Source: an optimization exercise on an open RTL-to-GDS flow (aim: small area, a short achievable clock period and few clock cycles per item). Production flows keep margins and buffers that such runs may drop. Only simulation tests tie the RTL to the original design; equivalence was not proved.

[flow/design.v]
module hb_interp2 #(
    parameter int unsigned DW   = 16,
    parameter int unsigned ACCW = 36
) (
    input  logic                 clk,
    input  logic                 reset,
    input  logic signed [DW-1:0] x_in,
    input  logic                 x_in_valid,
    output logic                 x_in_ready,
    output logic signed [DW-1:0] y_out,
    output logic                 y_out_valid
);
    logic ph, ph_a, ph_b, ph_c, sa, sb, nsa, nsb, v1, v2, v3, v4, v5, v6, yv;
    logic [7:0] xr, xrn;
    logic [7:0] ra[14], rb[14];
    logic [7:0] pa[14];
    logic [10:0] q0;
    logic [8:0] q1;
    logic [8:0] q2;
    logic [8:0] q3;
    logic [8:0] q4;
    logic [8:0] q5;
    logic [11:0] q6;
    logic [8:0] s0, s1, s2, s3, s4, s5, s6;
    logic [23:0] ta, tb, tc, za, zb, z;
    logic [17:0] zr;
    logic [15:0] o3, y, bsel, asat;
    logic acc;
    assign x_in_ready  = ph;
    assign y_out       = y;
    assign y_out_valid = yv;
    assign acc         = x_in_valid & ph;
    always_ff @(posedge clk or posedge reset) begin
        if (reset) begin
            ph <= 1'b0; ph_a <= 1'b0; ph_b <= 1'b0; ph_c <= 1'b0;
            sa <= 1'b0; sb <= 1'b0; nsa <= 1'b1; nsb <= 1'b1;
            v1 <= 1'b0; v2 <= 1'b0; v3 <= 1'b0;
            v4 <= 1'b0; v5 <= 1'b0; v6 <= 1'b0; yv <= 1'b0;
        end else begin
            ph <= ~ph; ph_a <= ~ph_a; ph_b <= ~ph_b; ph_c <= ~ph_c;
            sa <= acc;
            sb <= ~acc;
            nsa <= ~acc;
            nsb <= acc;
            v1 <= sa; v2 <= v1; v3 <= v2; v4 <= v3; v5 <= v4; v6 <= v5;
            yv <= v5 | v6;
        end
    end
    always_ff @(posedge clk) begin
        xr  <= x_in[7:0];
        xrn <= ~x_in[15:8];
        ra[0] <= ~(({8{sa}} & xr) | ({8{sb}} & rb[0]));
        rb[0] <= ~(({8{nsa}} | xrn) & ({8{nsb}} | ra[0]));
        for (int k = 1; k < 14; k++) begin
            ra[k] <= ~(({8{sa}} & rb[k-1]) | ({8{sb}} & rb[k]));
            rb[k] <= ~(({8{nsa}} | ra[k-1]) & ({8{nsb}} | ra[k]));
        end
    end
    always_comb begin
        for (int k = 0; k < 14; k++) pa[k] = {ra[k][7] ^ ~ph_a, ra[k][6:0]};
        s0 = {1'b0, pa[0]} + {1'b0, pa[13]};
        s1 = {1'b0, pa[1]} + {1'b0, pa[12]};
        s2 = {1'b0, pa[2]} + {1'b0, pa[11]};
        s3 = {1'b0, pa[3]} + {1'b0, pa[10]};
        s4 = {1'b0, pa[4]} + {1'b0, pa[9]};
        s5 = {1'b0, pa[5]} + {1'b0, pa[8]};
        s6 = {1'b0, pa[6]} + {1'b0, pa[7]};
    end
    always_ff @(posedge clk) begin
        q0 <= {2'b0, s0} + {s0, 1'b0};
        q1 <= s1;
        q2 <= s2;
        q3 <= s3;
        q4 <= s4;
        q5 <= s5;
        q6 <= {3'b0, s6} + {s6, 2'b0};
    end
    wire ts1, tc2, ts3, tc4, ts5, tc6, ts7, tc8, ts9, tc10, ts11, tc12, tn13, ts14, tc15, tn16;
    wire ts17, tc18, ts19, tc20, ts21, tc22, ts23, tc24, ts25, tc26, ts27, tc28, tn29, ts30, tc31, ts32;
    wire tc33, ts34, tc35, ts36, tc37, tn38, ts39, tc40, tn41, ts42, tc43, tn44, ts45, tc46, tn47, ts48;
    wire tc49, ts50, tc51, ts52, tc53, ts54, tc55, ts56, tc57, ts58, tc59, ts60, tc61, ts62, tc63, ts64;
    wire tc65, tn66, ts67, tc68, ts69, tc70, ts71, tc72, ts73, tc74, ts75, tc76, ts77, tc78, ts79, tc80;
    wire ts81, tc82, ts83, tc84, ts85, tc86, ts87, tc88, ts89, tc90, ts91, tc92, ts93, tc94, ts95, tc96;
    wire ts97, tc98, ts99, tc100, ts101, tc102, ts103, tc104, ts105, tc106, ts107, tc108, ts109, tc110, ts111, tc112;
    wire ts113, tc114, tn115, ts116, tc117, tn118, ts119, tc120, tn121, ts122, tc123, tn124, ts125, tc126, ts127, tc128;
    wire ts129, tc130, ts131, tc132, ts133, tc134, ts135, tc136, ts137, tc138, ts139, tc140, ts141, tc142, ts143, tc144;
    wire ts145, tc146, ts147, tc148, ts149, tc150, ts151, tc152, tn153, ts154, tc155, tn156, ts157, tc158, tn159, ts160;
    wire tc161, ts162, tc163, ts164, tc165, ts166, tc167, ts168, tc169, ts170, tc171, ts172, tc173, ts174, tc175, ts176;
    wire tc177, ts178, tc179, tn180, ts181, tc182, tn183, ts184, tc185, tn186, ts187, tc188, tn189, ts190, tc191, tn192;
    wire ts193, tc194, ts195, tc196, ts197, tc198, ts199, tc200, ts201, tc202, ts203, tc204, ts205, tc206, ts207, tc208;
    wire tn209, ts210, tc211, ts212, tc213, tn214, ts215, tc216, ts217, tc218, ts219, tc220, tn221, ts222, tc223, tn224;
    wire ts225, tc226, tn227, ts228, tc229, ts230, tc231, ts232, tc233, ts234, tc235, ts236, tc237, ts238, tc239, ts240;
    wire tc241, ts242, tc243, tn244, ts245, tc246, ts247, tc248, tn249, ts250, tc251, tn252, ts253, tc254, tn255, ts256;
    wire tc257, tn258, ts259, tc260, tn261, ts262, tc263, ts264, tc265, ts266, tc267, ts268, tc269, ts270, tc271, tn272;
    wire ts273, tc274, ts275, tc276, tn277, ts278, tc279, tn280, ts281, tc282, ts283, tc284, ts285, tc286, ts287, tc288;
    wire ts289, tc290, tn291, ts292, tc293, ts294, tc295, ts296, tc297, ts298, tc299, tn300, ts301, tc302, tn303, ts304;
    wire tc305, tn306, ts307, tc308, ts309, tc310, tn311, ts312, tc313, tn314, ts315, tc316, tn317, ts318, tc319, ts320;
    wire tc321, ts322, tc323, ts324, tc325, ts326, tc327, ts328, tc329, ts330, tc331, tn332, ts333, tc334, ts335, tc336;
    wire tn337, ts338, tc339, ts340, tc341, ts342, tc343, ts344, tc345, ts346, tc347, ts348, tc349, tn350, ts351, tc352;
    wire tn353, ts354, tc355, ts356, tc357, tn358, ts359, tc360, tn361, ts362, tc363, ts364, tc365, tn366, ts367, tc368;
    wire tn369, ts370, tc371, tn372, ts373, tc374, ts375, tc376, ts377, tc378, ts379, tc380, tn381, ts382, tc383, tn384;
    wire ts385, tc386, tn387, ts388, tc389, ts390, tc391, tn392, ts393, tc394, ts395, tc396, tn397, ts398, tc399;
    assign ts1 = q0[0] ^ q2[0] ^ q6[0];
    assign tc2 = (q0[0] & q2[0]) | (q0[0] & q6[0]) | (q2[0] & q6[0]);
    assign ts3 = q0[1] ^ q2[1] ^ q6[1];
    assign tc4 = (q0[1] & q2[1]) | (q0[1] & q6[1]) | (q2[1] & q6[1]);
    assign ts5 = q1[1] ^ q3[0] ^ q4[0];
    assign tc6 = (q1[1] & q3[0]) | (q1[1] & q4[0]) | (q3[0] & q4[0]);
    assign ts7 = q5[1] ^ tc2;
    assign tc8 = q5[1] & ~tc2;
    assign ts9 = q0[2] ^ q2[2] ^ q2[0];
    assign tc10 = (q0[2] & q2[2]) | (q0[2] & q2[0]) | (q2[2] & q2[0]);
    assign ts11 = q1[2] ^ q3[1] ^ q4[1];
    assign tc12 = (q1[2] & q3[1]) | (q1[2] & q4[1]) | (q3[1] & q4[1]);
    assign tn13 = ~q6[2];
    assign ts14 = q5[2] ^ tn13 ^ tc6;
    assign tc15 = (q5[2] & tn13) | (q5[2] & tc6) | (tn13 & tc6);
    assign tn16 = ~ts11;
    assign ts17 = tc4 ^ tn16 ^ ts9;
    assign tc18 = (tc4 & tn16) | (tc4 & ts9) | (tn16 & ts9);
    assign ts19 = q0[3] ^ q1[0] ^ q2[3];
    assign tc20 = (q0[3] & q1[0]) | (q0[3] & q2[3]) | (q1[0] & q2[3]);
    assign ts21 = q1[3] ^ q3[2] ^ q3[0];
    assign tc22 = (q1[3] & q3[2]) | (q1[3] & q3[0]) | (q3[2] & q3[0]);
    assign ts23 = q4[2] ^ q4[0] ^ q5[3];
    assign tc24 = (q4[2] & q4[0]) | (q4[2] & q5[3]) | (q4[0] & q5[3]);
    assign ts25 = q2[1] ^ q6[3] ^ tc10;
    assign tc26 = (q2[1] & q6[3]) | (q2[1] & tc10) | (q6[3] & tc10);
    assign ts27 = tc12 ^ ts21 ^ ts23;
    assign tc28 = (tc12 & ts21) | (tc12 & ts23) | (ts21 & ts23);
    assign tn29 = ~tc15;
    assign ts30 = ts19 ^ tn29 ^ ts25;
    assign tc31 = (ts19 & tn29) | (ts19 & ts25) | (tn29 & ts25);
    assign ts32 = q0[4] ^ q1[1] ^ q2[4];
    assign tc33 = (q0[4] & q1[1]) | (q0[4] & q2[4]) | (q1[1] & q2[4]);
    assign ts34 = q1[4] ^ q2[0] ^ q3[3];
    assign tc35 = (q1[4] & q2[0]) | (q1[4] & q3[3]) | (q2[0] & q3[3]);
    assign ts36 = q3[1] ^ q4[3] ^ q4[1];
    assign tc37 = (q3[1] & q4[3]) | (q3[1] & q4[1]) | (q4[3] & q4[1]);
    assign tn38 = ~q2[2];
    assign ts39 = q5[4] ^ q6[0] ^ tn38;
    assign tc40 = (q5[4] & q6[0]) | (q5[4] & tn38) | (q6[0] & tn38);
    assign tn41 = ~q6[4];
    assign ts42 = tn41 ^ tc22 ^ tc24;
    assign tc43 = (tn41 & tc22) | (tn41 & tc24) | (tc22 & tc24);
    assign tn44 = ~tc20;
    assign ts45 = tn44 ^ ts34 ^ ts36;
    assign tc46 = (tn44 & ts34) | (tn44 & ts36) | (ts34 & ts36);
    assign tn47 = ~ts39;
    assign ts48 = ts32 ^ tn47 ^ tc26;
    assign tc49 = (ts32 & tn47) | (ts32 & tc26) | (tn47 & tc26);
    assign ts50 = tc28 ^ ts42 ^ ts45;
    assign tc51 = (tc28 & ts42) | (tc28 & ts45) | (ts42 & ts45);
    assign ts52 = q0[5] ^ q1[2] ^ q2[5];
    assign tc53 = (q0[5] & q1[2]) | (q0[5] & q2[5]) | (q1[2] & q2[5]);
    assign ts54 = q1[5] ^ q1[0] ^ q2[1];
    assign tc55 = (q1[5] & q1[0]) | (q1[5] & q2[1]) | (q1[0] & q2[1]);
    assign ts56 = q3[4] ^ q3[2] ^ q4[4];
    assign tc57 = (q3[4] & q3[2]) | (q3[4] & q4[4]) | (q3[2] & q4[4]);
    assign ts58 = q4[2] ^ q5[5] ^ q6[1];
    assign tc59 = (q4[2] & q5[5]) | (q4[2] & q6[1]) | (q5[5] & q6[1]);
    assign ts60 = q2[3] ^ q6[5] ^ tc33;
    assign tc61 = (q2[3] & q6[5]) | (q2[3] & tc33) | (q6[5] & tc33);
    assign ts62 = tc35 ^ tc37 ^ tc40;
    assign tc63 = (tc35 & tc37) | (tc35 & tc40) | (tc37 & tc40);
    assign ts64 = ts54 ^ ts56 ^ ts58;
    assign tc65 = (ts54 & ts56) | (ts54 & ts58) | (ts56 & ts58);
    assign tn66 = ~tc43;
    assign ts67 = ts52 ^ tn66 ^ ts60;
    assign tc68 = (ts52 & tn66) | (ts52 & ts60) | (tn66 & ts60);
    assign ts69 = tc46 ^ ts62 ^ ts64;
    assign tc70 = (tc46 & ts62) | (tc46 & ts64) | (ts62 & ts64);
    assign ts71 = tc49 ^ tc51;
    assign tc72 = ~tc49 & tc51;
    assign ts73 = q0[6] ^ q1[3] ^ q2[6];
    assign tc74 = (q0[6] & q1[3]) | (q0[6] & q2[6]) | (q1[3] & q2[6]);
    assign ts75 = q2[4] ^ q4[0] ^ q5[0];
    assign tc76 = (q2[4] & q4[0]) | (q2[4] & q5[0]) | (q4[0] & q5[0]);
    assign ts77 = q1[6] ^ q1[1] ^ q2[2];
    assign tc78 = (q1[6] & q1[1]) | (q1[6] & q2[2]) | (q1[1] & q2[2]);
    assign ts79 = q3[5] ^ q3[3] ^ q4[5];
    assign tc80 = (q3[5] & q3[3]) | (q3[5] & q4[5]) | (q3[3] & q4[5]);
    assign ts81 = q4[3] ^ q5[6] ^ q6[2];
    assign tc82 = (q4[3] & q5[6]) | (q4[3] & q6[2]) | (q5[6] & q6[2]);
    assign ts83 = tc55 ^ tc57 ^ tc59;
    assign tc84 = (tc55 & tc57) | (tc55 & tc59) | (tc57 & tc59);
    assign ts85 = q6[6] ^ tc53 ^ ts73;
    assign tc86 = (q6[6] & tc53) | (q6[6] & ts73) | (tc53 & ts73);
    assign ts87 = ts77 ^ ts79 ^ ts81;
    assign tc88 = (ts77 & ts79) | (ts77 & ts81) | (ts79 & ts81);
    assign ts89 = tc63 ^ tc65 ^ ts83;
    assign tc90 = (tc63 & tc65) | (tc63 & ts83) | (tc65 & ts83);
    assign ts91 = ts75 ^ tc61 ^ ts85;
    assign tc92 = (ts75 & tc61) | (ts75 & ts85) | (tc61 & ts85);
    assign ts93 = ts87 ^ tc70 ^ ts89;
    assign tc94 = (ts87 & tc70) | (ts87 & ts89) | (tc70 & ts89);
    assign ts95 = tc68 ^ ts91;
    assign tc96 = tc68 | ts91;
    assign ts97 = q0[7] ^ q1[4] ^ q2[7];
    assign tc98 = (q0[7] & q1[4]) | (q0[7] & q2[7]) | (q1[4] & q2[7]);
    assign ts99 = q2[5] ^ q2[0] ^ q3[0];
    assign tc100 = (q2[5] & q2[0]) | (q2[5] & q3[0]) | (q2[0] & q3[0]);
    assign ts101 = q4[1] ^ q5[1] ^ q6[7];
    assign tc102 = (q4[1] & q5[1]) | (q4[1] & q6[7]) | (q5[1] & q6[7]);
    assign ts103 = q1[7] ^ q1[2] ^ q2[3];
    assign tc104 = (q1[7] & q1[2]) | (q1[7] & q2[3]) | (q1[2] & q2[3]);
    assign ts105 = q3[6] ^ q3[4] ^ q4[6];
    assign tc106 = (q3[6] & q3[4]) | (q3[6] & q4[6]) | (q3[4] & q4[6]);
    assign ts107 = q4[4] ^ q5[7] ^ q6[3];
    assign tc108 = (q4[4] & q5[7]) | (q4[4] & q6[3]) | (q5[7] & q6[3]);
    assign ts109 = tc78 ^ tc80 ^ tc82;
    assign tc110 = (tc78 & tc80) | (tc78 & tc82) | (tc80 & tc82);
    assign ts111 = tc74 ^ tc76 ^ ts97;
    assign tc112 = (tc74 & tc76) | (tc74 & ts97) | (tc76 & ts97);
    assign ts113 = ts103 ^ ts105 ^ ts107;
    assign tc114 = (ts103 & ts105) | (ts103 & ts107) | (ts105 & ts107);
    assign tn115 = ~tc84;
    assign ts116 = ts99 ^ ts101 ^ tn115;
    assign tc117 = (ts99 & ts101) | (ts99 & tn115) | (ts101 & tn115);
    assign tn118 = ~tc86;
    assign ts119 = tc88 ^ ts109 ^ tn118;
    assign tc120 = (tc88 & ts109) | (tc88 & tn118) | (ts109 & tn118);
    assign tn121 = ~ts111;
    assign ts122 = ts113 ^ tn121 ^ tc90;
    assign tc123 = (ts113 & tn121) | (ts113 & tc90) | (tn121 & tc90);
    assign tn124 = ~ts119;
    assign ts125 = ts116 ^ tc92 ^ tn124;
    assign tc126 = (ts116 & tc92) | (ts116 & tn124) | (tc92 & tn124);
    assign ts127 = tc96 ^ tc94;
    assign tc128 = ~tc96 & tc94;
    assign ts129 = q0[8] ^ q1[5] ^ q2[8];
    assign tc130 = (q0[8] & q1[5]) | (q0[8] & q2[8]) | (q1[5] & q2[8]);
    assign ts131 = q2[6] ^ q2[1] ^ q3[1];
    assign tc132 = (q2[6] & q2[1]) | (q2[6] & q3[1]) | (q2[1] & q3[1]);
    assign ts133 = q4[2] ^ q5[2] ^ q5[0];
    assign tc134 = (q4[2] & q5[2]) | (q4[2] & q5[0]) | (q5[2] & q5[0]);
    assign ts135 = q1[8] ^ q1[3] ^ q2[4];
    assign tc136 = (q1[8] & q1[3]) | (q1[8] & q2[4]) | (q1[3] & q2[4]);
    assign ts137 = q3[7] ^ q3[5] ^ q4[7];
    assign tc138 = (q3[7] & q3[5]) | (q3[7] & q4[7]) | (q3[5] & q4[7]);
    assign ts139 = q4[5] ^ q5[8] ^ q6[4];
    assign tc140 = (q4[5] & q5[8]) | (q4[5] & q6[4]) | (q5[8] & q6[4]);
    assign ts141 = q6[8] ^ tc98 ^ tc100;
    assign tc142 = (q6[8] & tc98) | (q6[8] & tc100) | (tc98 & tc100);
    assign ts143 = tc104 ^ tc106 ^ tc108;
    assign tc144 = (tc104 & tc106) | (tc104 & tc108) | (tc106 & tc108);
    assign ts145 = tc102 ^ ts129 ^ ts131;
    assign tc146 = (tc102 & ts129) | (tc102 & ts131) | (ts129 & ts131);
    assign ts147 = ts135 ^ ts137 ^ ts139;
    assign tc148 = (ts135 & ts137) | (ts135 & ts139) | (ts137 & ts139);
    assign ts149 = ts133 ^ tc112 ^ ts141;
    assign tc150 = (ts133 & tc112) | (ts133 & ts141) | (tc112 & ts141);
    assign ts151 = tc110 ^ tc114 ^ ts143;
    assign tc152 = (tc110 & tc114) | (tc110 & ts143) | (tc114 & ts143);
    assign tn153 = ~ts147;
    assign ts154 = tn153 ^ ts145 ^ tc117;
    assign tc155 = (tn153 & ts145) | (tn153 & tc117) | (ts145 & tc117);
    assign tn156 = ~ts149;
    assign ts157 = tc120 ^ ts151 ^ tn156;
    assign tc158 = (tc120 & ts151) | (tc120 & tn156) | (ts151 & tn156);
    assign tn159 = ~tc123;
    assign ts160 = tn159 ^ ts154 ^ tc126;
    assign tc161 = (tn159 & ts154) | (tn159 & tc126) | (ts154 & tc126);
    assign ts162 = q0[9] ^ q1[6] ^ q2[7];
    assign tc163 = (q0[9] & q1[6]) | (q0[9] & q2[7]) | (q1[6] & q2[7]);
    assign ts164 = q2[2] ^ q3[2] ^ q4[3];
    assign tc165 = (q2[2] & q3[2]) | (q2[2] & q4[3]) | (q3[2] & q4[3]);
    assign ts166 = q5[3] ^ q5[1] ^ q6[9];
    assign tc167 = (q5[3] & q5[1]) | (q5[3] & q6[9]) | (q5[1] & q6[9]);
    assign ts168 = q1[4] ^ q2[5] ^ q3[8];
    assign tc169 = (q1[4] & q2[5]) | (q1[4] & q3[8]) | (q2[5] & q3[8]);
    assign ts170 = q3[6] ^ q3[0] ^ q4[8];
    assign tc171 = (q3[6] & q3[0]) | (q3[6] & q4[8]) | (q3[0] & q4[8]);
    assign ts172 = tc130 ^ tc132 ^ tc134;
    assign tc173 = (tc130 & tc132) | (tc130 & tc134) | (tc132 & tc134);
    assign ts174 = q4[6] ^ q6[5] ^ tc136;
    assign tc175 = (q4[6] & q6[5]) | (q4[6] & tc136) | (q6[5] & tc136);
    assign ts176 = ts162 ^ ts164 ^ ts166;
    assign tc177 = (ts162 & ts164) | (ts162 & ts166) | (ts164 & ts166);
    assign ts178 = tc138 ^ tc140 ^ ts168;
    assign tc179 = (tc138 & tc140) | (tc138 & ts168) | (tc140 & ts168);
    assign tn180 = ~tc142;
    assign ts181 = ts170 ^ tc144 ^ tn180;
    assign tc182 = (ts170 & tc144) | (ts170 & tn180) | (tc144 & tn180);
    assign tn183 = ~tc146;
    assign ts184 = tc148 ^ ts174 ^ tn183;
    assign tc185 = (tc148 & ts174) | (tc148 & tn183) | (ts174 & tn183);
    assign tn186 = ~ts178;
    assign ts187 = ts172 ^ tn186 ^ ts176;
    assign tc188 = (ts172 & tn186) | (ts172 & ts176) | (tn186 & ts176);
    assign tn189 = ~tc150;
    assign ts190 = tc152 ^ tn189 ^ ts181;
    assign tc191 = (tc152 & tn189) | (tc152 & ts181) | (tn189 & ts181);
    assign tn192 = ~ts184;
    assign ts193 = tn192 ^ ts187 ^ tc155;
    assign tc194 = (tn192 & ts187) | (tn192 & tc155) | (ts187 & tc155);
    assign ts195 = tc158 ^ ts190;
    assign tc196 = tc158 & ts190;
    assign ts197 = q0[10] ^ q1[7] ^ q2[8];
    assign tc198 = (q0[10] & q1[7]) | (q0[10] & q2[8]) | (q1[7] & q2[8]);
    assign ts199 = q2[3] ^ q3[3] ^ q4[4];
    assign tc200 = (q2[3] & q3[3]) | (q2[3] & q4[4]) | (q3[3] & q4[4]);
    assign ts201 = q4[0] ^ q5[4] ^ q5[2];
    assign tc202 = (q4[0] & q5[4]) | (q4[0] & q5[2]) | (q5[4] & q5[2]);
    assign ts203 = q1[5] ^ q2[6] ^ q3[7];
    assign tc204 = (q1[5] & q2[6]) | (q1[5] & q3[7]) | (q2[6] & q3[7]);
    assign ts205 = q3[1] ^ q4[7] ^ q6[6];
    assign tc206 = (q3[1] & q4[7]) | (q3[1] & q6[6]) | (q4[7] & q6[6]);
    assign ts207 = q5[0] ^ q6[10] ^ tc163;
    assign tc208 = (q5[0] & q6[10]) | (q5[0] & tc163) | (q6[10] & tc163);
    assign tn209 = ~tc165;
    assign ts210 = tc169 ^ tc171 ^ tn209;
    assign tc211 = (tc169 & tc171) | (tc169 & tn209) | (tc171 & tn209);
    assign ts212 = tc167 ^ ts197 ^ ts199;
    assign tc213 = (tc167 & ts197) | (tc167 & ts199) | (ts197 & ts199);
    assign tn214 = ~ts201;
    assign ts215 = ts203 ^ ts205 ^ tn214;
    assign tc216 = (ts203 & ts205) | (ts203 & tn214) | (ts205 & tn214);
    assign ts217 = tc173 ^ tc177 ^ ts207;
    assign tc218 = (tc173 & tc177) | (tc173 & ts207) | (tc177 & ts207);
    assign ts219 = tc175 ^ tc179 ^ ts210;
    assign tc220 = (tc175 & tc179) | (tc175 & ts210) | (tc179 & ts210);
    assign tn221 = ~ts212;
    assign ts222 = tn221 ^ ts215 ^ tc182;
    assign tc223 = (tn221 & ts215) | (tn221 & tc182) | (ts215 & tc182);
    assign tn224 = ~ts217;
    assign ts225 = tc185 ^ tn224 ^ ts219;
    assign tc226 = (tc185 & tn224) | (tc185 & ts219) | (tn224 & ts219);
    assign tn227 = ~tc188;
    assign ts228 = tn227 ^ tc191 ^ ts222;
    assign tc229 = (tn227 & tc191) | (tn227 & ts222) | (tc191 & ts222);
    assign ts230 = ts225 ^ tc196;
    assign tc231 = ts225 & tc196;
    assign ts232 = q1[8] ^ q2[4] ^ q3[4];
    assign tc233 = (q1[8] & q2[4]) | (q1[8] & q3[4]) | (q2[4] & q3[4]);
    assign ts234 = q4[5] ^ q4[1] ^ q5[5];
    assign tc235 = (q4[5] & q4[1]) | (q4[5] & q5[5]) | (q4[1] & q5[5]);
    assign ts236 = q5[3] ^ q5[1] ^ q6[11];
    assign tc237 = (q5[3] & q5[1]) | (q5[3] & q6[11]) | (q5[1] & q6[11]);
    assign ts238 = q1[6] ^ q2[7] ^ q3[8];
    assign tc239 = (q1[6] & q2[7]) | (q1[6] & q3[8]) | (q2[7] & q3[8]);
    assign ts240 = q3[2] ^ q4[8] ^ q6[7];
    assign tc241 = (q3[2] & q4[8]) | (q3[2] & q6[7]) | (q4[8] & q6[7]);
    assign ts242 = q6[0] ^ tc198 ^ tc200;
    assign tc243 = (q6[0] & tc198) | (q6[0] & tc200) | (tc198 & tc200);
    assign tn244 = ~tc202;
    assign ts245 = tc204 ^ tc206 ^ tn244;
    assign tc246 = (tc204 & tc206) | (tc204 & tn244) | (tc206 & tn244);
    assign ts247 = ts232 ^ ts234 ^ ts236;
    assign tc248 = (ts232 & ts234) | (ts232 & ts236) | (ts234 & ts236);
    assign tn249 = ~tc208;
    assign ts250 = ts238 ^ ts240 ^ tn249;
    assign tc251 = (ts238 & ts240) | (ts238 & tn249) | (ts240 & tn249);
    assign tn252 = ~tc211;
    assign ts253 = tn252 ^ tc213 ^ ts242;
    assign tc254 = (tn252 & tc213) | (tn252 & ts242) | (tc213 & ts242);
    assign tn255 = ~ts247;
    assign ts256 = tc216 ^ ts245 ^ tn255;
    assign tc257 = (tc216 & ts245) | (tc216 & tn255) | (ts245 & tn255);
    assign tn258 = ~tc218;
    assign ts259 = tn258 ^ tc220 ^ ts250;
    assign tc260 = (tn258 & tc220) | (tn258 & ts250) | (tc220 & ts250);
    assign tn261 = ~ts253;
    assign ts262 = tn261 ^ ts256 ^ tc223;
    assign tc263 = (tn261 & ts256) | (tn261 & tc223) | (ts256 & tc223);
    assign ts264 = tc226 ^ ts259 ^ tc229;
    assign tc265 = (tc226 & ts259) | (tc226 & tc229) | (ts259 & tc229);
    assign ts266 = q2[5] ^ q3[5] ^ q4[6];
    assign tc267 = (q2[5] & q3[5]) | (q2[5] & q4[6]) | (q3[5] & q4[6]);
    assign ts268 = q4[2] ^ q5[6] ^ q5[4];
    assign tc269 = (q4[2] & q5[6]) | (q4[2] & q5[4]) | (q5[6] & q5[4]);
    assign ts270 = q1[7] ^ q2[8] ^ q3[3];
    assign tc271 = (q1[7] & q2[8]) | (q1[7] & q3[3]) | (q2[8] & q3[3]);
    assign tn272 = ~q5[2];
    assign ts273 = q5[0] ^ q6[8] ^ tn272;
    assign tc274 = (q5[0] & q6[8]) | (q5[0] & tn272) | (q6[8] & tn272);
    assign ts275 = q6[1] ^ tc233 ^ tc235;
    assign tc276 = (q6[1] & tc233) | (q6[1] & tc235) | (tc233 & tc235);
    assign tn277 = ~tc237;
    assign ts278 = tc239 ^ tc241 ^ tn277;
    assign tc279 = (tc239 & tc241) | (tc239 & tn277) | (tc241 & tn277);
    assign tn280 = ~ts270;
    assign ts281 = tn280 ^ ts266 ^ ts268;
    assign tc282 = (tn280 & ts266) | (tn280 & ts268) | (ts266 & ts268);
    assign ts283 = tc243 ^ tc248 ^ ts275;
    assign tc284 = (tc243 & tc248) | (tc243 & ts275) | (tc248 & ts275);
    assign ts285 = ts273 ^ tc246 ^ ts278;
    assign tc286 = (ts273 & tc246) | (ts273 & ts278) | (tc246 & ts278);
    assign ts287 = ts281 ^ tc254 ^ ts283;
    assign tc288 = (ts281 & tc254) | (ts281 & ts283) | (tc254 & ts283);
    assign ts289 = tc251 ^ tc257 ^ ts285;
    assign tc290 = (tc251 & tc257) | (tc251 & ts285) | (tc257 & ts285);
    assign tn291 = ~ts287;
    assign ts292 = tc260 ^ tn291 ^ ts289;
    assign tc293 = (tc260 & tn291) | (tc260 & ts289) | (tn291 & ts289);
    assign ts294 = q2[6] ^ q3[6] ^ q4[7];
    assign tc295 = (q2[6] & q3[6]) | (q2[6] & q4[7]) | (q3[6] & q4[7]);
    assign ts296 = q4[3] ^ q5[7] ^ q5[5];
    assign tc297 = (q4[3] & q5[7]) | (q4[3] & q5[5]) | (q5[7] & q5[5]);
    assign ts298 = q1[8] ^ q3[4] ^ q5[1];
    assign tc299 = (q1[8] & q3[4]) | (q1[8] & q5[1]) | (q3[4] & q5[1]);
    assign tn300 = ~q6[9];
    assign ts301 = tn300 ^ q5[3] ^ q6[2];
    assign tc302 = (tn300 & q5[3]) | (tn300 & q6[2]) | (q5[3] & q6[2]);
    assign tn303 = ~tc271;
    assign ts304 = tn303 ^ tc267 ^ tc269;
    assign tc305 = (tn303 & tc267) | (tn303 & tc269) | (tc267 & tc269);
    assign tn306 = ~ts294;
    assign ts307 = tc274 ^ ts298 ^ tn306;
    assign tc308 = (tc274 & ts298) | (tc274 & tn306) | (ts298 & tn306);
    assign ts309 = ts296 ^ ts301 ^ tc276;
    assign tc310 = (ts296 & ts301) | (ts296 & tc276) | (ts301 & tc276);
    assign tn311 = ~tc279;
    assign ts312 = tn311 ^ tc282 ^ ts304;
    assign tc313 = (tn311 & tc282) | (tn311 & ts304) | (tc282 & ts304);
    assign tn314 = ~ts307;
    assign ts315 = tn314 ^ tc284 ^ ts309;
    assign tc316 = (tn314 & tc284) | (tn314 & ts309) | (tc284 & ts309);
    assign tn317 = ~tc286;
    assign ts318 = tn317 ^ ts312 ^ tc288;
    assign tc319 = (tn317 & ts312) | (tn317 & tc288) | (ts312 & tc288);
    assign ts320 = tc290 ^ ts315;
    assign tc321 = tc290 & ~ts315;
    assign ts322 = q2[7] ^ q3[7] ^ q4[8];
    assign tc323 = (q2[7] & q3[7]) | (q2[7] & q4[8]) | (q3[7] & q4[8]);
    assign ts324 = q4[4] ^ q5[8] ^ q5[6];
    assign tc325 = (q4[4] & q5[8]) | (q4[4] & q5[6]) | (q5[8] & q5[6]);
    assign ts326 = q3[5] ^ q5[2] ^ q6[10];
    assign tc327 = (q3[5] & q5[2]) | (q3[5] & q6[10]) | (q5[2] & q6[10]);
    assign ts328 = q5[4] ^ q6[3] ^ tc295;
    assign tc329 = (q5[4] & q6[3]) | (q5[4] & tc295) | (q6[3] & tc295);
    assign ts330 = tc297 ^ tc302 ^ ts322;
    assign tc331 = (tc297 & tc302) | (tc297 & ts322) | (tc302 & ts322);
    assign tn332 = ~ts324;
    assign ts333 = tc299 ^ ts326 ^ tn332;
    assign tc334 = (tc299 & ts326) | (tc299 & tn332) | (ts326 & tn332);
    assign ts335 = tc305 ^ ts328 ^ ts330;
    assign tc336 = (tc305 & ts328) | (tc305 & ts330) | (ts328 & ts330);
    assign tn337 = ~tc310;
    assign ts338 = tc308 ^ ts333 ^ tn337;
    assign tc339 = (tc308 & ts333) | (tc308 & tn337) | (ts333 & tn337);
    assign ts340 = tc313 ^ ts335 ^ tc316;
    assign tc341 = (tc313 & ts335) | (tc313 & tc316) | (ts335 & tc316);
    assign ts342 = ts338 ^ tc321;
    assign tc343 = ts338 & tc321;
    assign ts344 = q2[8] ^ q3[8] ^ q4[5];
    assign tc345 = (q2[8] & q3[8]) | (q2[8] & q4[5]) | (q3[8] & q4[5]);
    assign ts346 = q5[7] ^ q5[5] ^ q6[4];
    assign tc347 = (q5[7] & q5[5]) | (q5[7] & q6[4]) | (q5[5] & q6[4]);
    assign ts348 = q3[6] ^ q5[3] ^ q6[11];
    assign tc349 = (q3[6] & q5[3]) | (q3[6] & q6[11]) | (q5[3] & q6[11]);
    assign tn350 = ~tc327;
    assign ts351 = tn350 ^ tc323 ^ tc325;
    assign tc352 = (tn350 & tc323) | (tn350 & tc325) | (tc323 & tc325);
    assign tn353 = ~ts348;
    assign ts354 = tn353 ^ ts344 ^ ts346;
    assign tc355 = (tn353 & ts344) | (tn353 & ts346) | (ts344 & ts346);
    assign ts356 = tc329 ^ tc331 ^ ts351;
    assign tc357 = (tc329 & tc331) | (tc329 & ts351) | (tc331 & ts351);
    assign tn358 = ~tc334;
    assign ts359 = tn358 ^ ts354 ^ tc336;
    assign tc360 = (tn358 & ts354) | (tn358 & tc336) | (ts354 & tc336);
    assign tn361 = ~tc339;
    assign ts362 = ts356 ^ tn361 ^ ts359;
    assign tc363 = (ts356 & tn361) | (ts356 & ts359) | (tn361 & ts359);
    assign ts364 = q4[6] ^ q5[8] ^ q5[6];
    assign tc365 = (q4[6] & q5[8]) | (q4[6] & q5[6]) | (q5[8] & q5[6]);
    assign tn366 = ~q6[5];
    assign ts367 = q3[7] ^ q5[4] ^ tn366;
    assign tc368 = (q3[7] & q5[4]) | (q3[7] & tn366) | (q5[4] & tn366);
    assign tn369 = ~tc349;
    assign ts370 = tn369 ^ tc345 ^ tc347;
    assign tc371 = (tn369 & tc345) | (tn369 & tc347) | (tc345 & tc347);
    assign tn372 = ~ts367;
    assign ts373 = ts364 ^ tn372 ^ tc352;
    assign tc374 = (ts364 & tn372) | (ts364 & tc352) | (tn372 & tc352);
    assign ts375 = tc355 ^ ts370 ^ tc357;
    assign tc376 = (tc355 & ts370) | (tc355 & tc357) | (ts370 & tc357);
    assign ts377 = ts373 ^ tc360;
    assign tc378 = ts373 | tc360;
    assign ts379 = q4[7] ^ q5[7] ^ q6[6];
    assign tc380 = (q4[7] & q5[7]) | (q4[7] & q6[6]) | (q5[7] & q6[6]);
    assign tn381 = ~tc365;
    assign ts382 = q3[8] ^ q5[5] ^ tn381;
    assign tc383 = (q3[8] & q5[5]) | (q3[8] & tn381) | (q5[5] & tn381);
    assign tn384 = ~tc368;
    assign ts385 = tn384 ^ ts379 ^ tc371;
    assign tc386 = (tn384 & ts379) | (tn384 & tc371) | (ts379 & tc371);
    assign tn387 = ~ts382;
    assign ts388 = tn387 ^ tc374 ^ ts385;
    assign tc389 = (tn387 & tc374) | (tn387 & ts385) | (tc374 & ts385);
    assign ts390 = q4[8] ^ q5[8] ^ q6[7];
    assign tc391 = (q4[8] & q5[8]) | (q4[8] & q6[7]) | (q5[8] & q6[7]);
    assign tn392 = ~q5[6];
    assign ts393 = tn392 ^ tc380 ^ ts390;
    assign tc394 = (tn392 & tc380) | (tn392 & ts390) | (tc380 & ts390);
    assign ts395 = tc383 ^ ts393;
    assign tc396 = tc383 & ~ts393;
    assign tn397 = ~q5[7];
    assign ts398 = tn397 ^ q6[8] ^ tc391;
    assign tc399 = (tn397 & q6[8]) | (tn397 & tc391) | (q6[8] & tc391);
    always_ff @(posedge clk) begin
        ta <= {1'b1, q6[11], q6[10], q5[8], tc394, tc386, tc376, ts375, tc341, tc319, ts318, tc263, ts262, tc194, ts193, ts157, ts122, tc72, ts67, tc31, tc18, tc8, ts5, q1[0]};
        tb <= {1'b1, 1'b1, 1'b1, q6[9], tc396, tc389, tc378, tc363, tc343, ts340, tc293, tc265, tc231, ts228, tc161, tc128, ts125, ts93, ts69, ts48, ts27, ts14, ts3, q5[0]};
        tc <= {1'b1, 1'b1, 1'b1, tc399, ts398, ts395, ts388, ts377, ts362, ts342, ts320, ts292, ts264, ts230, ts195, ts160, ts127, ts95, ts71, ts50, ts30, ts17, ts7, ts1};
    end
    assign o3 = ph_b ? 16'h2f91 : zr[17:2];
    wire un1, us2, uc3, un4, us5, uc6, us7, uc8, un9, us10, uc11, un12, us13, uc14, un15, us16;
    wire uc17, un18, us19, uc20, un21, us22, uc23, un24, us25, uc26, un27, us28, uc29, un30, us31, uc32;
    wire us33, uc34, un35, us36, uc37, un38, us39, uc40, un41, us42, uc43, un44, us45, uc46, un47, us48;
    wire uc49, un50, us51, uc52, un53, us54, uc55, un56, us57, uc58, un59, us60, uc61, us62, uc63, us64;
    wire uc65, us66, uc67, us68, uc69, un70, us71, uc72, un73, us74, uc75, un76, us77, uc78, un79, us80;
    wire uc81, un82, us83, uc84, un85, us86, uc87, un88, us89, uc90, us91, uc92, us93, uc94, us95, uc96;
    wire us97, uc98, us99, uc100, us101, uc102, un103, us104, uc105, un106, us107, uc108, us109, uc110, us111, uc112;
    wire us113, uc114;
    assign un1 = ~tc[0];
    assign us2 = ta[0] ^ tb[0] ^ un1;
    assign uc3 = (ta[0] & tb[0]) | (ta[0] & un1) | (tb[0] & un1);
    assign un4 = ~ta[1];
    assign us5 = un4 ^ tb[1] ^ tc[1];
    assign uc6 = (un4 & tb[1]) | (un4 & tc[1]) | (tb[1] & tc[1]);
    assign us7 = o3[1] ^ uc3;
    assign uc8 = o3[1] & uc3;
    assign un9 = ~tc[2];
    assign us10 = ta[2] ^ tb[2] ^ un9;
    assign uc11 = (ta[2] & tb[2]) | (ta[2] & un9) | (tb[2] & un9);
    assign un12 = ~uc6;
    assign us13 = o3[2] ^ un12 ^ us10;
    assign uc14 = (o3[2] & un12) | (o3[2] & us10) | (un12 & us10);
    assign un15 = ~tb[3];
    assign us16 = un15 ^ ta[3] ^ tc[3];
    assign uc17 = (un15 & ta[3]) | (un15 & tc[3]) | (ta[3] & tc[3]);
    assign un18 = ~us16;
    assign us19 = o3[3] ^ uc11 ^ un18;
    assign uc20 = (o3[3] & uc11) | (o3[3] & un18) | (uc11 & un18);
    assign un21 = ~tc[4];
    assign us22 = un21 ^ ta[4] ^ tb[4];
    assign uc23 = (un21 & ta[4]) | (un21 & tb[4]) | (ta[4] & tb[4]);
    assign un24 = ~o3[4];
    assign us25 = un24 ^ uc17 ^ us22;
    assign uc26 = (un24 & uc17) | (un24 & us22) | (uc17 & us22);
    assign un27 = ~tb[5];
    assign us28 = un27 ^ ta[5] ^ tc[5];
    assign uc29 = (un27 & ta[5]) | (un27 & tc[5]) | (ta[5] & tc[5]);
    assign un30 = ~o3[5];
    assign us31 = un30 ^ uc23 ^ us28;
    assign uc32 = (un30 & uc23) | (un30 & us28) | (uc23 & us28);
    assign us33 = ta[6] ^ tb[6] ^ tc[6];
    assign uc34 = (ta[6] & tb[6]) | (ta[6] & tc[6]) | (tb[6] & tc[6]);
    assign un35 = ~uc29;
    assign us36 = o3[6] ^ un35 ^ us33;
    assign uc37 = (o3[6] & un35) | (o3[6] & us33) | (un35 & us33);
    assign un38 = ~ta[7];
    assign us39 = un38 ^ tb[7] ^ tc[7];
    assign uc40 = (un38 & tb[7]) | (un38 & tc[7]) | (tb[7] & tc[7]);
    assign un41 = ~us39;
    assign us42 = uc34 ^ o3[7] ^ un41;
    assign uc43 = (uc34 & o3[7]) | (uc34 & un41) | (o3[7] & un41);
    assign un44 = ~tc[8];
    assign us45 = ta[8] ^ tb[8] ^ un44;
    assign uc46 = (ta[8] & tb[8]) | (ta[8] & un44) | (tb[8] & un44);
    assign un47 = ~uc40;
    assign us48 = o3[8] ^ un47 ^ us45;
    assign uc49 = (o3[8] & un47) | (o3[8] & us45) | (un47 & us45);
    assign un50 = ~tc[9];
    assign us51 = un50 ^ ta[9] ^ tb[9];
    assign uc52 = (un50 & ta[9]) | (un50 & tb[9]) | (ta[9] & tb[9]);
    assign un53 = ~us51;
    assign us54 = o3[9] ^ uc46 ^ un53;
    assign uc55 = (o3[9] & uc46) | (o3[9] & un53) | (uc46 & un53);
    assign un56 = ~ta[10];
    assign us57 = tb[10] ^ tc[10] ^ un56;
    assign uc58 = (tb[10] & tc[10]) | (tb[10] & un56) | (tc[10] & un56);
    assign un59 = ~uc52;
    assign us60 = o3[10] ^ un59 ^ us57;
    assign uc61 = (o3[10] & un59) | (o3[10] & us57) | (un59 & us57);
    assign us62 = ta[11] ^ tb[11] ^ tc[11];
    assign uc63 = (ta[11] & tb[11]) | (ta[11] & tc[11]) | (tb[11] & tc[11]);
    assign us64 = o3[11] ^ uc58 ^ us62;
    assign uc65 = (o3[11] & uc58) | (o3[11] & us62) | (uc58 & us62);
    assign us66 = ta[12] ^ tb[12] ^ tc[12];
    assign uc67 = (ta[12] & tb[12]) | (ta[12] & tc[12]) | (tb[12] & tc[12]);
    assign us68 = uc63 ^ o3[12] ^ us66;
    assign uc69 = (uc63 & o3[12]) | (uc63 & us66) | (o3[12] & us66);
    assign un70 = ~tb[13];
    assign us71 = un70 ^ ta[13] ^ tc[13];
    assign uc72 = (un70 & ta[13]) | (un70 & tc[13]) | (ta[13] & tc[13]);
    assign un73 = ~us71;
    assign us74 = uc67 ^ o3[13] ^ un73;
    assign uc75 = (uc67 & o3[13]) | (uc67 & un73) | (o3[13] & un73);
    assign un76 = ~tc[14];
    assign us77 = un76 ^ ta[14] ^ tb[14];
    assign uc78 = (un76 & ta[14]) | (un76 & tb[14]) | (ta[14] & tb[14]);
    assign un79 = ~o3[14];
    assign us80 = un79 ^ uc72 ^ us77;
    assign uc81 = (un79 & uc72) | (un79 & us77) | (uc72 & us77);
    assign un82 = ~tb[15];
    assign us83 = un82 ^ ta[15] ^ tc[15];
    assign uc84 = (un82 & ta[15]) | (un82 & tc[15]) | (ta[15] & tc[15]);
    assign un85 = ~o3[15];
    assign us86 = un85 ^ uc78 ^ us83;
    assign uc87 = (un85 & uc78) | (un85 & us83) | (uc78 & us83);
    assign un88 = ~tc[16];
    assign us89 = un88 ^ ta[16] ^ tb[16];
    assign uc90 = (un88 & ta[16]) | (un88 & tb[16]) | (ta[16] & tb[16]);
    assign us91 = uc84 ^ us89;
    assign uc92 = uc84 | us89;
    assign us93 = 1'b0 ^ ta[17] ^ tb[17];
    assign uc94 = (1'b0 & ta[17]) | (1'b0 & tb[17]) | (ta[17] & tb[17]);
    assign us95 = tc[17] ^ uc90 ^ us93;
    assign uc96 = (tc[17] & uc90) | (tc[17] & us93) | (uc90 & us93);
    assign us97 = ta[18] ^ tb[18] ^ tc[18];
    assign uc98 = (ta[18] & tb[18]) | (ta[18] & tc[18]) | (tb[18] & tc[18]);
    assign us99 = uc94 ^ us97;
    assign uc100 = uc94 | us97;
    assign us101 = 1'b0 ^ ta[19] ^ tc[19];
    assign uc102 = (1'b0 & ta[19]) | (1'b0 & tc[19]) | (ta[19] & tc[19]);
    assign un103 = ~tb[19];
    assign us104 = un103 ^ uc98 ^ us101;
    assign uc105 = (un103 & uc98) | (un103 & us101) | (uc98 & us101);
    assign un106 = ~ta[20];
    assign us107 = un106 ^ tb[20] ^ tc[20];
    assign uc108 = (un106 & tb[20]) | (un106 & tc[20]) | (tb[20] & tc[20]);
    assign us109 = uc102 ^ us107;
    assign uc110 = uc102 | us107;
    assign us111 = ta[21] ^ uc108;
    assign uc112 = ta[21] | uc108;
    assign us113 = ta[22] ^ ph_b;
    assign uc114 = ~ta[22] & ph_b;
    assign za = {~ph_b, ~uc112, ~uc110, ~uc105, ~uc100, ~uc96, ~uc92, ~uc87, ~uc81, uc75, uc69, uc65, uc61, uc55, uc49, uc43, uc37, ~uc32, ~uc26, uc20, uc14, uc8, ~us5, o3[0]};
    assign zb = {uc114, ~us113, us111, us109, ~us104, us99, ~us95, us91, ~us86, ~us80, us74, us68, us64, us60, us54, us48, us42, us36, ~us31, ~us25, us19, us13, us7, us2};
    assign z = za + zb;
    always_ff @(posedge clk) begin
        zr <= z[23:6];
    end
    always_comb begin
        if (zr[16] != zr[15]) asat = zr[16] ? 16'h8000 : 16'h7fff;
        else                  asat = zr[15:0];
        if (v2 & v4)      bsel = {~ra[8], rb[8]};
        else if (v2 | v4) bsel = {~ra[7], rb[7]};
        else              bsel = {~ra[6], rb[6]};
    end
    always_ff @(posedge clk) begin
        y <= ph_c ? asat : bsel;
    end
endmodule
[flow/flow/run.sh]
#!/bin/bash
# Standard ORFS flow, with one netlist clean-up between synthesis and floorplan:
# flow/fapol.py removes inverters around full-adder cells (logic unchanged).
set -euo pipefail
R=orfs/results/sky130hd/hb_interp2/base
bash standard.sh synth > synth.log 2>&1
cp $R/1_2_yosys.v $R/1_2_yosys.std.v
python3 flow/fapol.py $R/1_2_yosys.std.v $R/1_2_yosys.v > fapol.log 2>&1
touch $R/1_2_yosys.v
bash standard.sh finish > finish.log 2>&1
[flow/flow/fapol.py]
#!/usr/bin/env python3
"""Inverter clean-up around full adders in a mapped sky130 netlist.

A full adder is self-dual: FA(~a, ~b, ~c) = (~sum, ~cout). Yosys' adder extraction often
leaves inverters on the inputs and outputs of fa cells. This script gives each fa cell a
flag 'flipped' (its pins then carry the complements of the original values), chooses the
flags greedily to need as few inverters as possible, and rewrites the netlist with the
inverters that are then needed. The logic function of the module is unchanged.
Usage: fapol.py IN.v OUT.v"""
import re, sys
from collections import defaultdict

src = open(sys.argv[1]).read()
inst_re = re.compile(r'^(\s*)(sky130_fd_sc_hd__\w+)\s+(\S+)\s*\((.*?)\);\n', re.S | re.M)
pin_re = re.compile(r'\.(\w+)\(\s*(.*?)\s*\)\s*(?:,|$)', re.S)

insts = []
for m in inst_re.finditer(src):
    pins = [(p, n.strip()) for p, n in pin_re.findall(m.group(4))]
    insts.append(dict(start=m.start(), end=m.end(), cell=m.group(2), name=m.group(3), pins=pins))

OUT_PINS = {"X", "Y", "Q", "Q_N", "SUM", "COUT", "HI", "LO"}
def is_inv(c): return re.match(r"sky130_fd_sc_hd__(clk)?inv_\d+$", c) is not None
def is_fa(c): return re.match(r"sky130_fd_sc_hd__fa_\d+$", c) is not None

driver = {}
loads = defaultdict(list)   # net -> [(inst index, pin)]
for i, it in enumerate(insts):
    for p, n in it["pins"]:
        if p in OUT_PINS: driver[n] = (i, p)
        else: loads[n].append((i, p))

# nets used outside cell pins (ports, assigns) are left as they are
port_nets = set()
hdr = src[:insts[0]["start"]] if insts else src
for m in re.finditer(r'^\s*(input|output)\s+(?:\[(\d+):(\d+)\]\s*)?(\S+?);', src, re.M):
    nm = m.group(4)
    if m.group(2):
        for b in range(int(m.group(3)), int(m.group(2)) + 1):
            port_nets.add(f"{nm}[{b}]")
    port_nets.add(nm)

inv_idx = [i for i, it in enumerate(insts) if it["cell"] == "sky130_fd_sc_hd__inv_1"]
fa_idx = [i for i, it in enumerate(insts) if is_fa(it["cell"])]

# managed inverters: inv_1 whose output is not a port net
managed = set()
for i in inv_idx:
    pins = dict(insts[i]["pins"])
    if pins["Y"] in port_nets or pins["A"] in port_nets and False:
        continue
    managed.add(i)

def base_of(net):
    """follow managed inverters back: returns (base net, parity)"""
    k = 0
    seen = 0
    while net in driver and driver[net][0] in managed and seen < 8:
        net = dict(insts[driver[net][0]]["pins"])["A"]
        k ^= 1; seen += 1
    return net, k

# consumers: every non-managed-inverter input pin; record its base and parity
cons = []   # (inst, pin, base, parity)
for i, it in enumerate(insts):
    if i in managed: continue
    for p, n in it["pins"]:
        if p in OUT_PINS: continue
        b, k = base_of(n)
        cons.append((i, p, b, k))
# port outputs driven through managed inverters also count as consumers
for n in port_nets:
    if n in driver and driver[n][0] in managed:
        pass  # excluded above (managed excludes inverters driving ports)

fa_set = set(fa_idx)
flip = defaultdict(int)
def drv_flip(b):
    d = driver.get(b)
    return flip[d[0]] if d and d[0] in fa_set else 0
by_base = defaultdict(list)
for c in cons: by_base[c[2]].append(c)
def need(c):
    i, p, b, k = c
    return k ^ drv_flip(b) ^ (flip[i] if i in fa_set else 0)
def base_cost(b):
    s = set(need(c) for c in by_base[b])
    return 1 if 1 in s else 0
# bases touched by an fa (as driver or consumer)
fa_bases = defaultdict(set)
for c in cons:
    if c[0] in fa_set: fa_bases[c[0]].add(c[2])
for i in fa_idx:
    for p, n in insts[i]["pins"]:
        if p in OUT_PINS: fa_bases[i].add(n)

before = sum(base_cost(b) for b in by_base)
import random
def total(): return sum(base_cost(b) for b in by_base)
best = (before, {i: 0 for i in fa_idx})
for seed in range(40):
    rnd = random.Random(seed)
    for i in fa_idx: flip[i] = rnd.randint(0, 1) if seed else 0
    for it_ in range(40):
        changed = 0
        order = fa_idx[:]; rnd.shuffle(order)
        for i in order:
            bs = fa_bases[i]
            c0 = sum(base_cost(b) for b in bs)
            flip[i] ^= 1
            c1 = sum(base_cost(b) for b in bs)
            if c1 < c0: changed += 1
            elif c1 == c0 and rnd.random() < 0.3: pass
            else: flip[i] ^= 1
        if not changed and it_ > 5: break
    t = total()
    if t < best[0]: best = (t, {i: flip[i] for i in fa_idx})
for i in fa_idx: flip[i] = best[1][i]
after = sum(base_cost(b) for b in by_base)
sys.stderr.write(f"fapol: {len(managed)} inverters managed; needed before {before}, after {after}; "
                 f"{sum(flip.values())} of {len(fa_idx)} fa flipped\n")

# rewrite: drop managed inverters, reconnect consumers to base or to a new inverter
newinv = {}
new_wires = []
def inv_of(b):
    if b not in newinv:
        w = f"_fapol_{len(newinv)}_"
        newinv[b] = w
        new_wires.append(w)
    return newinv[b]
repl = {}   # (inst, pin) -> net
for c in cons:
    i, p, b, k = c
    repl[(i, p)] = inv_of(b) if need(c) else b

def esc(n):
    return n + " " if n.startswith("\\") else n
out = []
pos = 0
for i, it in enumerate(insts):
    out.append(src[pos:it["start"]])
    pos = it["end"]
    if i in managed:
        continue
    pins = []
    for p, n in it["pins"]:
        pins.append((p, repl.get((i, p), n)))
    body = ",\n".join(f"    .{p}({esc(n)})" for p, n in pins)
    out.append(f"  {it['cell']} {it['name']} (\n{body}\n  );\n")
rest = src[pos:]
# new inverters before endmodule
invs = "".join(f"  sky130_fd_sc_hd__inv_1 _fapol_inv_{j}_ (\n    .A({esc(b)}),\n    .Y({w})\n  );\n"
               for j, (b, w) in enumerate(newinv.items()))
rest = rest.replace("endmodule", invs + "endmodule", 1)
text = "".join(out) + rest
# declare new wires after the module header's first wire declaration
decl = "".join(f"  wire {w};\n" for w in new_wires)
text = re.sub(r'(\n\s*wire )', "\n" + decl.rstrip("\n") + r'\1', text, count=1)
open(sys.argv[2], "w").write(text)
[flow/standard.sh]
#!/bin/bash
# synth_recipe.tcl (not shown) runs the flow's synth.tcl, then flattens the netlist and writes it again
# the make line also repeats each setting of config.mk as NAME=value (left out here)
make -C /OpenROAD-flow-scripts/flow DESIGN_CONFIG=/design/flow/config.mk WORK_HOME=/design/flow/orfs CLKGATE_MAP_FILE= SYNTH_SCRIPT=/design/flow/synth_recipe.tcl "${@:-finish}"
[flow/config.mk]
export PLATFORM = sky130hd
export DESIGN_NAME = hb_interp2
export DESIGN_NICKNAME = hb_interp2
export VERILOG_FILES = /design/flow/design.v
export SDC_FILE = /design/flow/constraint.sdc
export NUM_CORES = 4
export LEC_CHECK = 0
export CAP_MARGIN = 20
export CORE_MARGIN = 2
export CORE_UTILIZATION = 75
export CTS_CLUSTER_DIAMETER = 100
export CTS_CLUSTER_SIZE = 30
export PLACE_DENSITY = 0.85
export SETUP_SLACK_MARGIN = 2.8
export SLEW_MARGIN = 20
[flow/constraint.sdc]
create_clock -name core_clock -period 6.0 [get_ports {clk}]
set_input_delay 1.2000 -clock core_clock [delete_from_list [all_inputs] [get_ports {clk}]]
set_output_delay 1.2000 -clock core_clock [all_outputs]
set_load 0.01 [all_outputs]
==> results of run 1 <==
-- worst register-to-register path, stage by stage (launching register included) --
cell and delay, ns:
dfxtp_2 0.34, fa_1 0.54, inv_2 0.04, fa_1 0.47, ha_4 0.29, o21ai_2 0.06
or3_4 0.40, o21ba_4 0.25, o21ai_4 0.19, a32oi_4 0.09, o21a_1 0.23, a311oi_1 0.25
-- through the flow --
stage / util / std cells
2_1_floorplan: - / 1658
3_3_place_gp: 0.790 / 1956
3_5_place_dp: 0.790 / 1956
4_1_cts: 0.813 / 1981
5_1_grt: 0.823 / 1986
6_report: 0.823 / 1986
-- sequential cells by signal, summed over array words and instances, names as in the netlist, 11 cells and up --
| register | cells |
|---|---|
| ta | 23 |
| tc | 21 |
| q6 | 12 |
| tb | 21 |
| zr | 18 |
| q0 | 11 |
| rb | 112 |
| y | 16 |
| ra | 112 |
-- layer usage --
| layer | track usage | part of all wire |
|---|---|---|
| met1 | 0.466 | 0.38 |
| met2 | 0.637 | 0.50 |
| met3 | 0.0552 | 0.068 |
| met4 | 0.160 | 0.058 |
| met5 | 0 | 0 |
-- cell type report --
type / instances / area, um2 / share of cell area
Multi-Input combinational cell: 1023 / 10400 / 0.497
Timing Repair Buffer: 44 / 420 / 0.0202
Sequential cell: 422 / 8590 / 0.412
Tap cell: 330 / 413 / 0.0198
Clock inverter: 2 / 31.3 / 0.00150
Inverter: 142 / 533 / 0.0256
Clock buffer: 23 / 490 / 0.0235
-- timing repair --
action | 4_1_cts | 5_1_grt
pin swaps | 1 | 18
buffers inserted | 0 | 5
endpoints found under the setup margin | 13 | 24
resized for setup | 21 | 59
endpoints found under the hold margin | 0 | 0
-- worst paths after layout --
check / endpoint / slack (ns) / depth (start not counted) / from
min in group asynchronous: ph / 1.11 / 2 / reset
max: zr[17] / 2.77 / 11 / ta[3]
min reg2reg: v4 / 0.37 / 0 / v3
max in group asynchronous: sb / 4.31 / 2 / reset
max reg2reg: zr[17] / 2.77 / 11 / ta[3]
min: v4 / 0.37 / 0 / v3
-- placed cells by master, fill, tap and decap left out, types with 36 or more instances in the layout --
cell type,instances
a21oi_1,50
a22oi_1,113
clkdlybuf4s50_1,36
dfxtp_1,376
fa_1,202
ha_1,105
inv_1,139
nand2_1,47
nor2_1,43
o21ai_0,42
o22ai_1,114
xnor2_1,57
==> results.json, run 1 <==
{
  "status": "timing/DRC/antenna clean",
  "critPathKind": "register to register",
  "drv_cap": 0,
  "synth_nets": 1996,
  "htreeDepth": 1,
  "whs_ns": 0.367,
  "clk_path_buf_depth": 3,
  "finalHoldViolCount": 0,
  "cp_common_cell": "fa_1",
  "vias": 13077,
  "drc": 0,
  "hold_class": "register to register",
  "start_kind": "register",
  "slew_viol_final": 0,
  "fmax_mhz": 309,
  "fin_skew_ns": 0.0221,
  "clk_pin_slew_worst_paths_ns": 0.12,
  "cts_buffers": 18,
  "insertion_delay_ns": 0.54,
  "die_y_um": 165,
  "max_slew_margin": 0.254,
  "firstDrtPassIters": 5,
  "place_ws_ns": 2.65,
  "io_buffers": 36,
  "rsz0062_at_grt": "true",
  "antenna_found_initial": 0,
  "die_x_um": 165,
  "cts_hold_buffers": 0,
  "fin_area_um2": 20800,
  "layout_setup_ws_ns": 2.77,
  "nNetsFinal": 1989,
  "ant_nets": 0,
  "drtIter0Drc": 1497,
  "antenna_cells": 0,
  "core-area_um2": 25300,
  "endpoint_kind": "register",
  "syn_area_per_cell_um2": 11.7,
  "die-area_um2": 27300,
  "grt_max_degree": 113,
  "finalSetupViolCount": 0,
  "finalWirelength_um": 50000,
  "place.gp.congestion": 0.943,
  "max_stage_delay_ns": 0.54,
  "fin_crit_sh": 0.539,
  "cts-root-buf": "clkbuf_16",
  "io_pins": 37,
  "syn_area_um2": 19500,
  "cp.buffers_inverters": 1,
  "crit_fanout": 7,
  "grt_pass1_wl_um": 74800,
  "place_area_um2": 20000,
  "fin_crit_ns": 3.23,
  "crit_slowest_cell": "fa_1",
  "vias_per_cell": 6.58,
  "std_cell_rows": 58,
  "crit_family": "adder cells",
  "crit_required_ns": 6.45,
  "cts_tree": "built",
  "synth_warnings": 4,
  "track_usage": 0.369,
  "worst_pin_slew_ns": 1.12,
  "syn_to_final_growth_pct": 7.04,
  "cts_num_sinks": 422,
  "fin_tns_setup_ns": 0,
  "path_cells": "fa_1 > inv_2 > fa_1 > ha_4 > o21ai_2 > or3_4 > o21ba_4 > o21ai_4 > a32oi_4 > o21a_1 > a311oi_1",
  "overflow": 0,
  "synth_cells": 1658,
  "crit_arrival_ns": 3.68,
  "detail_route.wl_per_cell_um": 25.2,
  "dp_hpwl_um": 36800,
  "start_util": 0.769,
  "grt_pass1_vias": 13380,
  "fillers": 1368,
  "drive_gt1_frac": 0.0755
}
Testbench counts, summed over its fixed seeds: cycles 4,144, samples 2,048.
==> run 2: changes to the inputs <==
--- a/flow/flow/run.sh
+++ b/flow/flow/run.sh
@@ -7,4 +7,4 @@
 cp $R/1_2_yosys.v $R/1_2_yosys.std.v
 python3 flow/fapol.py $R/1_2_yosys.std.v $R/1_2_yosys.v > fapol.log 2>&1
 touch $R/1_2_yosys.v
-bash standard.sh finish > finish.log 2>&1
+bash standard.sh "BUFFER_PORTS_ARGS=-buffer_cell sky130_fd_sc_hd__buf_2" finish > finish.log 2>&1
--- a/flow/config.mk
+++ b/flow/config.mk
@@ -7,9 +7,9 @@
 export LEC_CHECK = 0
 export CAP_MARGIN = 20
 export CORE_MARGIN = 2
-export CORE_UTILIZATION = 75
+export CORE_UTILIZATION = 65
 export CTS_CLUSTER_DIAMETER = 100
 export CTS_CLUSTER_SIZE = 30
-export PLACE_DENSITY = 0.85
+export PLACE_DENSITY = 0.75
 export SETUP_SLACK_MARGIN = 2.8
 export SLEW_MARGIN = 20
==> run 2 against run 1 <==
Against the previous run:
- global-route usage fell by 6.6 points
- critical endpoint unchanged
- core utilization shrank 12 points
- critical path depth unchanged
- largest cell class unchanged
- flip-flop and latch count did not move
==> results.json, run 2 <==
{
  "cts_buffers": 18,
  "postLayoutCoreUtil": 0.707,
  "fin_crit_sh": 0.545,
  "layout_setup_ws_ns": 2.73,
  "worst_pin_slew_ns": 1.04,
  "mostFrequentLayoutCell": "dfxtp_1",
  "timing.rr.start": "ta[5]",
  "crit_slowest_cell": "fa_1",
  "place_ws_ns": 2.66,
  "clk_path_buf_depth": 3,
  "place_area_um2": 19900,
  "crit_start": "ta[5]",
  "finalWirelength_um": 46600,
  "synth_cells": 1658,
  "fin_crit_ns": 3.27,
  "cp_num_cells": 11,
  "place.gp.congestion": 0.934,
  "syn_to_final_growth_pct": 7.33,
  "crit_family": "adder cells",
  "fin_tns_setup_ns": 0,
  "endpoint_kind": "register",
  "nNetsFinal": 1999,
  "die-area_um2": 31400,
  "crit_arrival_ns": 3.69,
  "r2r_end": "zr[17]",
  "drive_gt1_frac": 0.109,
  "reg2regPathDepth": 11,
  "crit_required_ns": 6.42,
  "antenna_found_initial": 0,
  "grt_pass1_vias": 12584,
  "cp.buffers_inverters": 1,
  "dp_hpwl_um": 35600,
  "grt_max_degree": 96,
  "start_util": 0.659,
  "track_usage": 0.303,
  "hold_class": "register to register",
  "cp_common_cell": "fa_1",
  "ant_nets": 0,
  "max_slew_margin": 0.310,
  "rsz0062_at_grt": "true",
  "status": "timing/DRC/antenna clean",
  "overflow": 0,
  "final_cell_mix": "377 x dfxtp_1, 199 x fa_1, 139 x inv_1",
  "max_stage_delay_ns": 0.58,
  "path_cells": "inv_1 > fa_1 > fa_1 > ha_4 > nand2_2 > or3_1 > o21ba_4 > o21ai_4 > a32oi_2 > o21a_1 > a311oi_2",
  "crit_fanout": 5,
  "fmax_mhz": 306,
  "htreeDepth": 1,
  "crit_end": "zr[17]",
  "syn_area_um2": 19500,
  "fin_area_um2": 20900,
  "synth_nets": 1996,
  "cts-root-buf": "clkbuf_16",
  "drv_cap": 0,
  "detail_route.wl_per_cell_um": 22.7,
  "synth_warnings": 4,
  "io_buffers": 36,
  "drtIter0Drc": 855,
  "fin_skew_ns": 0.0139,
  "vias": 12244,
  "critPathKind": "register to register",
  "finalSetupViolCount": 0,
  "insertion_delay_ns": 0.53,
  "io_pins": 37,
  "reg2reg_slack_ns": 2.73,
  "largestRegisters": "ra x112, rb x112, ta x23",
  "die_y_um": 177,
  "antenna_cells": 0,
  "drc": 0,
  "core-area_um2": 29600,
  "syn_area_per_cell_um2": 11.7,
  "start_kind": "register",
  "grt_pass1_wl_um": 71700,
  "slew_viol_final": 0,
  "firstDrtPassIters": 5,
  "std_cell_rows": 63,
  "clk_pin_slew_worst_paths_ns": 0.11,
  "cts_num_sinks": 422,
  "cts_tree": "built",
  "finalHoldViolCount": 0,
  "vias_per_cell": 5.96,
  "die_x_um": 177
}
==> run 2: worst min-delay path by stage <==
| stage | startpoint | to | depth (start not counted) |
|---|---|---|---|
| 3_3_place_gp | v3 | v4 | 0 |
| 4_1_cts | v1 | v2 | 0 |
| 3_5_place_dp | v3 | v4 | 0 |
| 2_1_floorplan | v1 | v2 | 0 |
| 5_1_grt | v1 | v2 | 0 |
| 6_report | v1 | v2 | 0 |
==> run 2: what timing repair did <==
item | CTS | global route
resized for setup | 21 | 69
endpoints found under the setup margin | 11 | 20
pin swaps | 13 | 20
setup buffers | 4 | 8
hold buffers | 0 | 0
==> run 2: layer usage <==
metal	share of wire	track usage	up-vias
li1	-	-	5694
met1	0.43	0.410	6169
met2	0.50	0.521	306
met3	0.043	0.0294	75
met4	0.031	0.0916	0
met5	0	0	-
==> run 2: metrics by stage <==
stage	instances	hold slack (ns)
floorplan	1658	0.331
global placement	2018	0.335
detailed placement	2018	0.339
CTS	2047	0.369
global route	2056	0.373
finish	2056	0.365
==> run 2: layout make-up <==
cell class                 instances  area (um2)
sequential                       422        8590
multi-input combinational       1023       10400
timing repair buffer              54         327
clock buffer                      22         487
tap                              390         488
clock inverter                     3        57.6
fill                            2141        8660
inverter                         142         533

==> port drivers added, routing unchanged <==
How much do the figures lean on ideal ports? The routed layouts below were timed once more, with nothing changed but the port constraints. Step 1 (the two cells are an assumption about what drives the block):
set clk [get_ports {clk}]
set_driving_cell -lib_cell sky130_fd_sc_hd__clkbuf_16 $clk
set_driving_cell -lib_cell sky130_fd_sc_hd__buf_2 [delete_from_list [all_inputs] $clk]
Step 2, shift: input delay + t, output delay - t, t = (earliest + latest rising clock arrival at the registers) / 2. This alone moves slack from input paths to output paths. a / b / c = ideal / step 1 / step 2; a / b = the first two.
| run | shift t [ns] | setup slack, ns | hold slack, ns | worst register clock-pin slew, ns |
|---|---|---|---|---|
| run 1 | 0.583 | 2.765 / 2.765 / 2.765 | 0.367 / 0.367 / 0.367 | 0.12 / 0.12 |
| run 2 | 0.577 | 2.732 / 2.732 / 2.732 | 0.365 / 0.365 / 0.365 | 0.11 / 0.11 |
After both steps every run listed still meets setup and hold.
